From an optimization exercise on the open Yosys and OpenROAD flow, aimed at small area, a short achievable clock period and few clock cycles; shortcuts taken in it are not production practice.
In this exercise RTL edits were held to simulation tests only and were not proved equivalent to the original.
Power figures rest on the tool's default switching activity, not on a simulated workload.

==> flow/design.v (excerpt) <==
module s_expression_tokenizer (
   input  logic        clock,
   input  logic        reset,
   input  logic        req_valid,
   output logic        req_ready,
   input  logic        req_kind,
   input  logic [7:0]  req_byte_req,
   output logic        rsp_valid,
   input  logic        rsp_ready,
   output logic [2:0]  rsp_token,
   output logic [7:0]  rsp_char_out,
   output logic [63:0] rsp_int_value,
   output logic [1:0]  rsp_error_code,
   output logic [5:0]  rsp_level,
   output logic        rsp_last
);
   sexp_pkg::phase_type phase_ff, phase_in;
   logic [5:0]  depth_ff, depth_in;
   logic        d1_ff;         
   logic        digits_ff, digits_in;
   logic        sat_ff, sat_in;
   logic [63:0] accum_ff, accum_in;
   logic        acc_ld_c, acc_ld_p, acc_hold;
   logic        in_vld_ff;
   logic        in_kind_ff;
   logic [7:0]  in_chr_ff;
   logic        in_quiet_ff;   
   logic        in_atom_ff;    
   logic        in_digit_ff;   
   logic        in_e0_ff;      
   logic        in_e1_ff;      
   logic        valid_ff;
   sexp_pkg::token_type tok_ff, tok_in;
   logic [7:0]  chr_ff, chr_in;
   logic [1:0]  err_ff, err_in;
   logic        last_ff, last_in;
   logic        out_free;
   logic        step;
   logic        emit;
   logic        consume;
   logic        k;
   logic [7:0]  c;
   logic        quiet;
   sexp_pkg::phase_type quiet_ph;
   logic [7:0]  esc_chr;
   logic        esc_ok;
   logic [62:0] add_g;
  ...
Size in the first run: ~930 cells after synthesis, about 110 flip-flops, roughly 99 I/O pins, roughly 7800 sq um of cells after synthesis.
clock: 5.0 ns
lec_check: 0
cap_margin: 20
core_margin: 2
core_utilization: 65
cts_buf_list: sky130_fd_sc_hd__clkbuf_4 sky130_fd_sc_hd__clkbuf_8
gpl_timing_driven: 1
setup_slack_margin: 2.2
slew_margin: 20
standard.sh (not shown) runs the stock make flow with config.mk's settings and CLKGATE_MAP_FILE= SYNTH_SCRIPT=/design/flow/synth_recipe.tcl, a recipe that flattens the netlist after the stock synthesis.
==> flow/flow/run.sh <==
#!/bin/bash
# The standard layout, with the ports buffered by the smallest plain buffer
# (buf_1) instead of the delay buffer that buffer_ports picks by default.
# Every input and output port still gets its own buffer.
set -euo pipefail
export BUFFER_PORTS_ARGS="-buffer_cell sky130_fd_sc_hd__buf_1"
bash standard.sh > flow_make.log 2>&1
The starting point finished clean.
Testbench counts at the start, summed over its fixed seeds: cycles 20,739.
Change:
Settings changed: CTS_BUF_LIST sky130_fd_sc_hd__clkbuf_4 sky130_fd_sc_hd__clkbuf_8 to not set, GPL_TIMING_DRIVEN 1 to not set, SETUP_SLACK_MARGIN 2.2 to 2.3.
Die area does not change.
Non-clock buffer count goes up by 5.
Total power is higher by 14%.
Area after synthesis does not change.
Count of clock-buffer cells in the layout shrinks by 1.
Clock power increases by 43%.
Final area rises by 4.2%.
Worst hold slack loses 0.011 ns.
Via count fell by 0.40%.
Worst setup slack improves by 0.049 ns.
Change:
Settings changed: CTS_BUF_LIST set to sky130_fd_sc_hd__clkbuf_4 sky130_fd_sc_hd__clkbuf_8, GPL_TIMING_DRIVEN set to 1, SETUP_SLACK_MARGIN 2.3 to 2.0.
What happened: Total power went down by 14%; clock power went down by 28%; worst setup slack improved by 0.054 ns; count of clock-buffer cells in the layout went down by 3; global-route usage went down by 1.1 points; hold slack improved by 0.0086 ns; wire length went down by 14%; core utilization went down by 9.1 points.
Change:
Settings changed: CTS_BUF_LIST sky130_fd_sc_hd__clkbuf_4 sky130_fd_sc_hd__clkbuf_8 to not set, GPL_TIMING_DRIVEN 1 to not set.
Effect: Die area is unchanged. Utilization goes up by 0.87 points. Area after synthesis does not change. Via count grows slightly. Cell count barely changes. Global-route usage came out higher by 0.42 points. Register-to-register slack degrades by 0.12 ns. Final area increases slightly. Worst setup slack loses 0.11 ns.


Another version of the RTL of s_expression_tokenizer (not shown whole).
Size: ~100 flip-flops, roughly 99 I/O pins.
make LEC_CHECK=0 CAP_MARGIN=20 CORE_MARGIN=2 CORE_UTILIZATION=40 SLEW_MARGIN=20 finish   # period 5.0 ns
run.sh (not shown) runs the stock make flow with config.mk's settings and CLKGATE_MAP_FILE= SYNTH_SCRIPT=/design/flow/synth_recipe.tcl, a recipe that flattens the netlist after the stock synthesis.
Stock flow here: none of the scripts above is used.
The first run went through all stages and came out clean.
Testbench counts at the start, summed over its fixed seeds: cycles 20,739.
Edit:
- SETUP_SLACK_MARGIN: unset -> 2.5
What happened: Total power grows by about a fifth. Via count climbs by about a fifth. Worst setup slack gets better by 1.2 ns. Cell area rises by a quarter to a third. Non-clock buffer count goes up by 208. Global-route usage rises by 3.5 points.
Edit:
- SETUP_SLACK_MARGIN: 2.5 -> 2.0
The new run finished clean.
Worst setup slack loses 0.18 ns.
Utilization falls by 5.6 points.
Final area goes down by 9.4%.
Register-to-register slack got worse by 0.21 ns.
Worst hold slack got worse by 0.012 ns.
Combinational power is lower by 13%.
Total power drops by 6.0%.
Cell count drops by 5.2%.


== run A ==
s_expression_tokenizer again, from the RTL that the note above started with.
export LEC_CHECK = 0
export ABC_CLOCK_PERIOD_IN_PS = 3000
export CAP_MARGIN = 20
export CORE_MARGIN = 2
export CORE_UTILIZATION = 40
export SETUP_SLACK_MARGIN = 1.5
export SLEW_MARGIN = 20
create_clock -name core_clock -period 5.0 [get_ports {clock}]
Testbench counts of run A, summed over its fixed seeds: cycles 20,739.
For run B, these inputs were changed with respect to run A:
# run A
export LEC_CHECK = 0
export ABC_CLOCK_PERIOD_IN_PS = 3000
export CAP_MARGIN = 20
export CORE_MARGIN = 2
export CORE_UTILIZATION = 40
export SETUP_SLACK_MARGIN = 1.5
export SLEW_MARGIN = 20
create_clock -name core_clock -period 5.0 [get_ports {clock}]
# run B
export LEC_CHECK = 0
export CAP_MARGIN = 20
export CORE_MARGIN = 2
export CORE_UTILIZATION = 40
export SETUP_SLACK_MARGIN = 1.5
export SLEW_MARGIN = 20
create_clock -name core_clock -period 5.0 [get_ports {clock}]
[summary]
- Run B: flow completed, timing, DRC and antenna clean
- Going from run A to run B, fraction of power consumed by the clock network stayed essentially flat, share of synthesized cell area in full adder, half adder and majority cells stayed essentially flat.
- On clock group total power, run A and run B are neck and neck.

-- what the ideal ports hide --
In the flow no input, the clock included, has a driving cell. The finished layouts below were timed again as built, in two steps.
Step 1: set_driving_cell puts a clkbuf_16 on clock and a buf_2 on each other input, an assumption about the parent block.
Step 2 also shifts input and output timing later by t, the mid clock arrival at the registers, as if the neighbouring blocks saw the same clock.
a / b / c = ideal / step 1 / step 2; a / b = the first two.
run | shift t [ns] | setup WS [ns] | hold WS [ns] | slew at the worst register clock pin (ns)
the first run of note 1 | 0.425 | 1.888 / 1.888 / 1.888 | 0.517 / 0.517 / 0.517 | 0.11 / 0.11
the second run of note 1 | 0.395 | 1.937 / 1.937 / 1.937 | 0.506 / 0.506 / 0.506 | 0.07 / 0.07
the third run of note 1 | 0.427 | 1.991 / 1.953 / 1.868 | 0.515 / 0.515 / 0.515 | 0.10 / 0.10
the fourth run of note 1 | 0.400 | 1.877 / 1.877 / 1.877 | 0.502 / 0.502 / 0.502 | 0.07 / 0.07
the first run of note 2 | 0.413 | 0.382 / 0.334 / 0.747 | 0.544 / 0.544 / 0.544 | 0.09 / 0.09
the second run of note 2 | 0.417 | 1.549 / 1.498 / 1.567 | 0.553 / 0.553 / 0.553 | 0.08 / 0.08
the third run of note 2 | 0.415 | 1.365 / 1.353 / 1.365 | 0.541 / 0.541 / 0.541 | 0.08 / 0.08
run A | 0.407 | 1.556 / 1.508 / 1.579 | 0.554 / 0.554 / 0.554 | 0.09 / 0.09
run B | 0.407 | 1.556 / 1.508 / 1.579 | 0.554 / 0.554 / 0.554 | 0.09 / 0.09
After both steps setup and hold are still met in every run listed. The setup slack of the third run of note 1, which loses most, moves by -0.038 ns with the drivers and by -0.123 ns with both steps.
